This is an optimization exercise on Yosys and OpenROAD, whose aim is small area, a short achievable clock period and few clock cycles per item, not a production implementation.
Function was checked by simulation only, so behaviour that the tests miss may differ from the original.

## run A
Design pan_tilt_pd_tracker, start of the top module:
module pan_tilt_pd_tracker (
	input  logic                                    clk,
	input  logic                                    arst_n,
	input  logic                                    cfg_we,
	input  logic [ptpd_pkg::CFG_IDX_BITS-1:0]       cfg_index,
	input  logic [ptpd_pkg::CFG_DATA_BITS-1:0]      cfg_data,
	input  logic                                    in_valid,
	output logic                                    in_ready,
	input  logic signed [ptpd_pkg::ERROR_BITS-1:0]  pan_pixel_error,
	input  logic signed [ptpd_pkg::ERROR_BITS-1:0]  tilt_pixel_error,
	input  logic                                    target_seen,
	input  logic [ptpd_pkg::AGE_BITS-1:0]           link_age_ms,
	input  logic                                    stop_press,
	output logic                                    out_valid,
	input  logic                                    out_ready,
	output logic [ptpd_pkg::PULSE_BITS-1:0]         pan_pulse_us,
	output logic [ptpd_pkg::PULSE_BITS-1:0]         tilt_pulse_us,
	output logic                                    tracking_active,
	output logic                                    drive_enabled
);
  ...
Settings: LEC_CHECK=0, CAP_MARGIN=20, CORE_MARGIN=2, CORE_UTILIZATION=70, CTS_BUF_LIST=sky130_fd_sc_hd__clkbuf_4 sky130_fd_sc_hd__clkbuf_8, CTS_CLUSTER_SIZE=30, SLEW_MARGIN=20, SETUP_SLACK_MARGIN=6.2; clock period 11.0 ns.
standard.sh (not shown) runs the stock make flow with config.mk's settings and CLKGATE_MAP_FILE= SYNTH_SCRIPT=/design/flow/synth_recipe.tcl, a recipe that flattens the netlist after the stock synthesis.
==> flow/flow/run.sh <==
#!/bin/bash
set -euo pipefail
MARGIN=6.2
sed -i '/SETUP_SLACK_MARGIN/d' config.mk
echo "export SETUP_SLACK_MARGIN = ${MARGIN}" >> config.mk
bash standard.sh synth > synth.log 2>&1
R=orfs/results/${FLOW_PLATFORM}/pan_tilt_pd_tracker/base
cp $R/1_2_yosys.v yosys_netlist_orig.v
python3 flow/fapol.py yosys_netlist_orig.v $R/1_2_yosys.v > fapol.log 2>&1
rm -f $R/1_synth.odb $R/1_synth.sdc
bash standard.sh > standard.log 2>&1
==> flow/flow/fapol.py <==
#!/usr/bin/env python3
"""Remove inverters around full adders in a Yosys netlist.

A full adder is self-dual: FA(~a, ~b, ~c) = (~cout, ~sum). Where an adder's
inputs mostly come through inverters, or its outputs mostly feed
inverters, the adder is turned to work on the other polarity, which drops
those inverters. Only combinational cells change; registers, ports and
every other cell are left as they are.

usage: fapol.py IN.v OUT.v
"""
import re
import sys
from collections import defaultdict

FA = "sky130_fd_sc_hd__fa_1"
INV_TYPES = re.compile(r"^sky130_fd_sc_hd__(inv|clkinv)_\d+$")
NEW_INV = "sky130_fd_sc_hd__inv_1"

src = open(sys.argv[1]).read()
m = re.search(r"^module\s.*?;\n", src, re.S | re.M)
head_end = m.end()
end = src.rindex("endmodule")
body = src[head_end:end]

cell_re = re.compile(r"^\s*(sky130_fd_sc_hd__\w+)\s+(\S+)\s*\((.*?)\);\s*$", re.S | re.M)
pin_re = re.compile(r"\.(\w+)\(\s*(.*?)\s*\)\s*(?:,|$)", re.S)

decls = []
cells = {}
order = []
pos = 0
other = []
for cm in cell_re.finditer(body):
    other.append(body[pos:cm.start()])
    pos = cm.end()
    typ, name, pins = cm.group(1), cm.group(2), cm.group(3)
    pm = {}
    for p, n in pin_re.findall(pins):
        pm[p] = " ".join(n.split())
    cells[name] = [typ, pm]
    order.append(name)
other.append(body[pos:])
rest = "".join(other)
# anything but cells (wire/input/output declarations, assigns) is kept as is
if re.search(r"\bassign\b", rest):
    ext_assign = set(" ".join(x.split()) for x in re.findall(r"[\\\w][^=;,{}]*", " ".join(re.findall(r"assign\s+(.*?);", rest, re.S))))
else:
    ext_assign = set()

OUTS = {"X", "Y", "Q", "Q_N", "SUM", "COUT", "HI", "LO"}


def is_out(typ, p):
    return p in OUTS


drv = {}
loads = defaultdict(set)
for name, (typ, pm) in cells.items():
    for p, n in pm.items():
        if is_out(typ, p):
            drv[n] = (name, p)
        else:
            loads[n].add((name, p))

# nets seen by the outside: ports and names in assigns
ports = set()
for d in re.findall(r"^\s*(?:input|output|inout)\s+(?:\[[^\]]*\]\s*)?(.*?);", src, re.M):
    ports.add(" ".join(d.split()))


def external(n):
    base = n.split(" [")[0].strip()
    return n in ports or base in ports or n in ext_assign or base in ext_assign or "'" in n


nid = [0]


def new_net():
    nid[0] += 1
    return f"_fapol{nid[0]}_"


new_wires = []


def is_inv(name):
    return name in cells and INV_TYPES.match(cells[name][0]) is not None


def inv_src(n):
    d = drv.get(n)
    if d and is_inv(d[0]):
        return cells[d[0]][1]["A"]
    return None


def inv_of(n):
    """An existing inverter output for net n, if any."""
    for (c, p) in loads.get(n, ()):
        if is_inv(c) and p == "A":
            return cells[c][1]["Y"]
    return None


def gain(fa):
    typ, pm = cells[fa]
    g = 0
    for p in ("A", "B", "CIN"):
        n = pm[p]
        s = inv_src(n)
        if s is not None:
            if len(loads[n]) == 1 and not external(n):
                g += 1
        elif inv_of(n) is None:
            g -= 1
    for p in ("COUT", "SUM"):
        n = pm[p]
        ls = loads.get(n, set())
        invs = [c for (c, q) in ls if is_inv(c)]
        others = [x for x in ls if not is_inv(x[0])]
        g += len(invs)
        if others or external(n):
            g -= 1
    return g


def set_pin(c, p, n):
    old = cells[c][1][p]
    loads[old].discard((c, p))
    cells[c][1][p] = n
    loads[n].add((c, p))


def remove_cell(c):
    typ, pm = cells.pop(c)
    for p, n in pm.items():
        if is_out(typ, p):
            drv.pop(n, None)
        else:
            loads[n].discard((c, p))


def add_inv(a, y):
    name = f"_fapolc{nid[0]}_"
    nid[0] += 1
    cells[name] = [NEW_INV, {"A": a, "Y": y}]
    order.append(name)
    drv[y] = (name, "Y")
    loads[a].add((name, "A"))


def flip(fa):
    typ, pm = cells[fa]
    for p in ("A", "B", "CIN"):
        n = pm[p]
        s = inv_src(n)
        if s is not None:
            set_pin(fa, p, s)
            if not loads[n] and not external(n):
                remove_cell(drv[n][0])
        else:
            z = inv_of(n)
            if z is None:
                z = new_net()
                new_wires.append(z)
                add_inv(n, z)
            set_pin(fa, p, z)
    for p in ("COUT", "SUM"):
        n = pm[p]
        nn = new_net()
        new_wires.append(nn)
        drv.pop(n, None)
        cells[fa][1][p] = nn
        drv[nn] = (fa, p)
        ls = list(loads.get(n, set()))
        for (c, q) in ls:
            if c in cells and is_inv(c):
                y = cells[c][1]["Y"]
                if external(y):
                    # keep the net name: drive it from a buffer-free rename is
                    # not possible, so leave this inverter as a double one
                    continue
                for (c2, q2) in list(loads.get(y, set())):
                    set_pin(c2, q2, nn)
                remove_cell(c)
        rest_loads = [x for x in loads.get(n, set())]
        if rest_loads or external(n):
            add_inv(nn, n)


changed = True
flips = 0
while changed:
    changed = False
    for fa in [c for c in order if c in cells and cells[c][0] == FA]:
        if gain(fa) > 0:
            flip(fa)
            flips += 1
            changed = True

out = [src[:head_end]]
out.append(rest.rstrip("\n") + "\n" if False else "")
# keep declarations, add new wires, then cells
decl_text = rest
out.append(decl_text.rstrip() + "\n")
for w in new_wires:
    out.append(f"  wire {w};\n")
for c in order:
    if c not in cells:
        continue
    typ, pm = cells[c]
    pins = ",\n".join(f"    .{p}({n} )" if n.startswith("\\") else f"    .{p}({n})" for p, n in pm.items())
    out.append(f"  {typ} {c} (\n{pins}\n  );\n")
out.append(src[end:])
open(sys.argv[2], "w").write("".join(out))
ninv = sum(1 for c in cells if is_inv(c))
sys.stderr.write(f"fapol: {flips} adders turned, {ninv} inverters left\n")
Run A went all the way through synthesis, placement and routing and the layout is clean on timing, DRC and antenna.
Testbench counts of run A, summed over its fixed seeds: cycles 3,248, items 3,200.
For run B, these inputs were changed with respect to run A:
Settings: swapping 6.2 for 6.6 in SETUP_SLACK_MARGIN.
diff --git a/flow/flow/run.sh b/flow/flow/run.sh
--- a/flow/flow/run.sh
+++ b/flow/flow/run.sh
@@ -2,3 +2,3 @@
 set -euo pipefail
-MARGIN=6.2
+MARGIN=6.6
 sed -i '/SETUP_SLACK_MARGIN/d' config.mk
diff --git a/flow/flow/fapol.py b/flow/flow/fapol.py
--- a/flow/flow/fapol.py
+++ b/flow/flow/fapol.py
@@ -203,2 +203,46 @@
 
+# half adders with an output nobody reads become a single gate; a carry
+# read only through inverters becomes a nand
+HA = "sky130_fd_sc_hd__ha_1"
+trims = 0
+for c in [x for x in order if x in cells and cells[x][0] == HA]:
+    pm = cells[c][1]
+    s_n, c_n = pm["SUM"], pm["COUT"]
+    s_used = bool(loads.get(s_n)) or external(s_n)
+    c_used = bool(loads.get(c_n)) or external(c_n)
+    a, b = pm["A"], pm["B"]
+    if not s_used:
+        ls = list(loads.get(c_n, set()))
+        if c_used and not external(c_n) and all(is_inv(x) for (x, q) in ls):
+            ys = [cells[x][1]["Y"] for (x, q) in ls]
+            if any(external(y) for y in ys[1:]):
+                continue
+            remove_cell(c)
+            y0 = ys[0]
+            for (x, q) in ls:
+                y = cells[x][1]["Y"]
+                remove_cell(x)
+                if y != y0:
+                    for (c2, q2) in list(loads.get(y, set())):
+                        set_pin(c2, q2, y0)
+            cells[c] = ["sky130_fd_sc_hd__nand2_1", {"A": a, "B": b, "Y": y0}]
+            loads[a].add((c, "A"))
+            loads[b].add((c, "B"))
+            drv[y0] = (c, "Y")
+            trims += 1
+        elif c_used:
+            remove_cell(c)
+            cells[c] = ["sky130_fd_sc_hd__and2_0", {"A": a, "B": b, "X": c_n}]
+            loads[a].add((c, "A"))
+            loads[b].add((c, "B"))
+            drv[c_n] = (c, "X")
+            trims += 1
+    elif not c_used:
+        remove_cell(c)
+        cells[c] = ["sky130_fd_sc_hd__xor2_1", {"A": a, "B": b, "X": s_n}]
+        loads[a].add((c, "A"))
+        loads[b].add((c, "B"))
+        drv[s_n] = (c, "X")
+        trims += 1
+
 out = [src[:head_end]]
@@ -219,2 +263,2 @@
 ninv = sum(1 for c in cells if is_inv(c))
-sys.stderr.write(f"fapol: {flips} adders turned, {ninv} inverters left\n")
+sys.stderr.write(f"fapol: {flips} adders turned, {trims} half adders trimmed, {ninv} inverters left\n")
### Flow results
Status: fmax parity (run A, run B)
Reported for run B and run A, final-report hold violation count turned out identical to the last digit.
On run B: transition at the pin with the smallest max-transition slack is 92 ps lower than what run A gave.
Run B reached the end of the flow, and the finished layout is clean on the timing, DRC and antenna checks.
Run B and run A ended up with nearly the same number of diodes added for antenna fixing.
Clock skew for run B: 15 ps up relative to run A
Status: via count parity (run A, run B)
The run showing the smaller minimum period implied by the final worst setup slack is run A.
[inputs] run C vs run B
Settings: CORE_UTILIZATION changed from 70 to 75; PLACE_DENSITY newly set to 0.8.
diff --git a/flow/flow/fapol.py b/flow/flow/fapol.py
--- a/flow/flow/fapol.py
+++ b/flow/flow/fapol.py
@@ -203,46 +203,2 @@
 
-# half adders with an output nobody reads become a single gate; a carry
-# read only through inverters becomes a nand
-HA = "sky130_fd_sc_hd__ha_1"
-trims = 0
-for c in [x for x in order if x in cells and cells[x][0] == HA]:
-    pm = cells[c][1]
-    s_n, c_n = pm["SUM"], pm["COUT"]
-    s_used = bool(loads.get(s_n)) or external(s_n)
-    c_used = bool(loads.get(c_n)) or external(c_n)
-    a, b = pm["A"], pm["B"]
-    if not s_used:
-        ls = list(loads.get(c_n, set()))
-        if c_used and not external(c_n) and all(is_inv(x) for (x, q) in ls):
-            ys = [cells[x][1]["Y"] for (x, q) in ls]
-            if any(external(y) for y in ys[1:]):
-                continue
-            remove_cell(c)
-            y0 = ys[0]
-            for (x, q) in ls:
-                y = cells[x][1]["Y"]
-                remove_cell(x)
-                if y != y0:
-                    for (c2, q2) in list(loads.get(y, set())):
-                        set_pin(c2, q2, y0)
-            cells[c] = ["sky130_fd_sc_hd__nand2_1", {"A": a, "B": b, "Y": y0}]
-            loads[a].add((c, "A"))
-            loads[b].add((c, "B"))
-            drv[y0] = (c, "Y")
-            trims += 1
-        elif c_used:
-            remove_cell(c)
-            cells[c] = ["sky130_fd_sc_hd__and2_0", {"A": a, "B": b, "X": c_n}]
-            loads[a].add((c, "A"))
-            loads[b].add((c, "B"))
-            drv[c_n] = (c, "X")
-            trims += 1
-    elif not c_used:
-        remove_cell(c)
-        cells[c] = ["sky130_fd_sc_hd__xor2_1", {"A": a, "B": b, "X": s_n}]
-        loads[a].add((c, "A"))
-        loads[b].add((c, "B"))
-        drv[s_n] = (c, "X")
-        trims += 1
-
 out = [src[:head_end]]
@@ -263,2 +219,2 @@
 ninv = sum(1 for c in cells if is_inv(c))
-sys.stderr.write(f"fapol: {flips} adders turned, {trims} half adders trimmed, {ninv} inverters left\n")
+sys.stderr.write(f"fapol: {flips} adders turned, {ninv} inverters left\n")
In summary, run C completed successfully, with a layout that passed the timing, DRC and antenna checks. Met2 track demand over resource in global routing (higher): run C. sky130_fd_sc_hd__fa_2 as the standard cell with the maximum stage delay on the critical path was reported by run B, and sky130_fd_sc_hd__fa_1 by run C. Summary of the comparison: setup slack after layout is higher in run C, relative to run B. The worst-skew pair later-pin latency in run C was lower than what run B gave. Comparing run C and run B, the higher wire length is on run C. Diff run B..run C | clock sink total | unchanged. Diff run B -> run C | area after synthesis | up slightly. Run C vs run B, proportion of final cell area spent on non-clock buffers went up by 0.37 points. Clock distribution area overhead in the final layout: run C vs run B down 0.53 points.

========
pan_tilt_pd_tracker again, from the RTL that the note above started with.
clock: 11.0 ns
lec_check: 0
cap_margin: 20
core_margin: 2
core_utilization: 60
slew_margin: 20
setup_slack_margin: 6.2
==> flow/flow/run.sh <==
#!/bin/bash
set -euo pipefail
MARGIN=6.2
sed -i '/SETUP_SLACK_MARGIN/d' config.mk
echo "export SETUP_SLACK_MARGIN = ${MARGIN}" >> config.mk
bash standard.sh > standard.log 2>&1
The starting point completed with no timing, DRC or antenna violations.
Testbench counts at the start, summed over its fixed seeds: cycles 3,248, items 3,200.
Change:
==> flow/run.sh (new file) <==
#!/bin/bash
# synth_recipe.tcl (not shown) runs the flow's synth.tcl, then flattens the netlist and writes it again
# the make line also repeats each setting of config.mk as NAME=value (left out here)
make -C /OpenROAD-flow-scripts/flow DESIGN_CONFIG=/design/flow/config.mk WORK_HOME=/design/flow/orfs CLKGATE_MAP_FILE= SYNTH_SCRIPT=/design/flow/synth_recipe.tcl finish
- SETUP_SLACK_MARGIN: 6.2 -> 5
removed: flow/flow/run.sh
removed: flow/standard.sh
The new run finished with timing, DRC and antenna clean.
Global-route usage is about the same.
Sequential share of layout area climbs by 0.22 points.
Cell count is lower by 0.46%.
Maximum frequency came out lower by 7.0%.
Design area went down by 0.82%.
Setup slack got worse by 350 ps.
Utilization decreases by 0.53 points.
Hold slack is about the same.
Wire length hardly moves.
Change:
==> flow/flow/run.sh (new file) <==
#!/bin/bash
set -euo pipefail
MARGIN=6.2
sed -i '/SETUP_SLACK_MARGIN/d' config.mk
echo "export SETUP_SLACK_MARGIN = ${MARGIN}" >> config.mk
bash standard.sh > standard.log 2>&1
==> flow/standard.sh (new file) <==
#!/bin/bash
# synth_recipe.tcl (not shown) runs the flow's synth.tcl, then flattens the netlist and writes it again
# the make line also repeats each setting of config.mk as NAME=value (left out here)
make -C /OpenROAD-flow-scripts/flow DESIGN_CONFIG=/design/flow/config.mk WORK_HOME=/design/flow/orfs CLKGATE_MAP_FILE= SYNTH_SCRIPT=/design/flow/synth_recipe.tcl "${@:-finish}"
- CORE_UTILIZATION: 60 -> 70
- CTS_BUF_LIST: not set -> sky130_fd_sc_hd__clkbuf_4 sky130_fd_sc_hd__clkbuf_8
- CTS_CLUSTER_SIZE: not set -> 30
- SETUP_SLACK_MARGIN: 5 -> 6.2
removed: flow/run.sh
Result: The new run completed without violations; worst setup slack improves by 410 ps; non-clock buffer count came out higher by 18; design area barely changes; cell count goes down by 0.98%; synthesized cell count is unchanged; via count came out higher by 2.2%; die area fell by 14%.
Change:
--- a/flow/flow/run.sh
+++ b/flow/flow/run.sh
@@ -2,3 +2,3 @@
 set -euo pipefail
-MARGIN=6.2
+MARGIN=6.8
 sed -i '/SETUP_SLACK_MARGIN/d' config.mk
- CORE_UTILIZATION: 70 -> 60
- CTS_BUF_LIST: sky130_fd_sc_hd__clkbuf_4 sky130_fd_sc_hd__clkbuf_8 -> not set
- CTS_CLUSTER_SIZE: 30 -> not set
- SETUP_SLACK_MARGIN: 6.2 -> 6.8
Result: The changed run ran to the end with no violations; fmax is higher by a few percent; first-iteration DRC count is higher by a few percent; via count is higher slightly; final area is higher by a few percent.

## static timing again, ports no longer ideal
In the flow no input, the clock included, has a driving cell. The finished layouts below were timed again as built, in two steps. Step 1: set_driving_cell puts a clkbuf_16 on clk and a buf_2 on each other input, an assumption about the parent block. Step 2 times the ports against the registers' clock, not the clock port: input delays grow and output delays shrink by t, the midpoint of the rising clock arrivals with the driver on. Three values: ideal ports, drivers, drivers and shift; two values: the first two.
run | t (ns) | setup WS [ns] | worst hold slack (ns) | worst setup path after step 2 | worst slew at a driven data input, ns
run A | 0.774 | 6.362 / 6.362 / 5.848 | 0.425 / 0.425 / 0.425 | input to register | 0.07
run B | 0.787 | 6.353 / 6.353 / 5.976 | 0.430 / 0.430 / 0.430 | input to register | 0.06
run C | 0.764 | 6.466 / 6.466 / 5.967 | 0.404 / 0.404 / 0.404 | input to register | 0.05
the first run of note 2 | 0.744 | 6.329 / 6.329 / 5.863 | 0.419 / 0.419 / 0.419 | input to register | 0.08
the second run of note 2 | 0.744 | 5.976 / 5.976 / 5.876 | 0.419 / 0.419 / 0.419 | input to register | 0.08
the third run of note 2 | 0.762 | 6.390 / 6.390 / 5.760 | 0.418 / 0.418 / 0.418 | input to register | 0.06
the fourth run of note 2 | 0.727 | 6.540 / 6.540 / 6.219 | 0.420 / 0.420 / 0.420 | input to register | 0.07
After both steps every run listed still meets setup and hold. The setup slack of the third run of note 2, which loses most, moves by 0.000 ns with the drivers and by -0.630 ns with both steps.
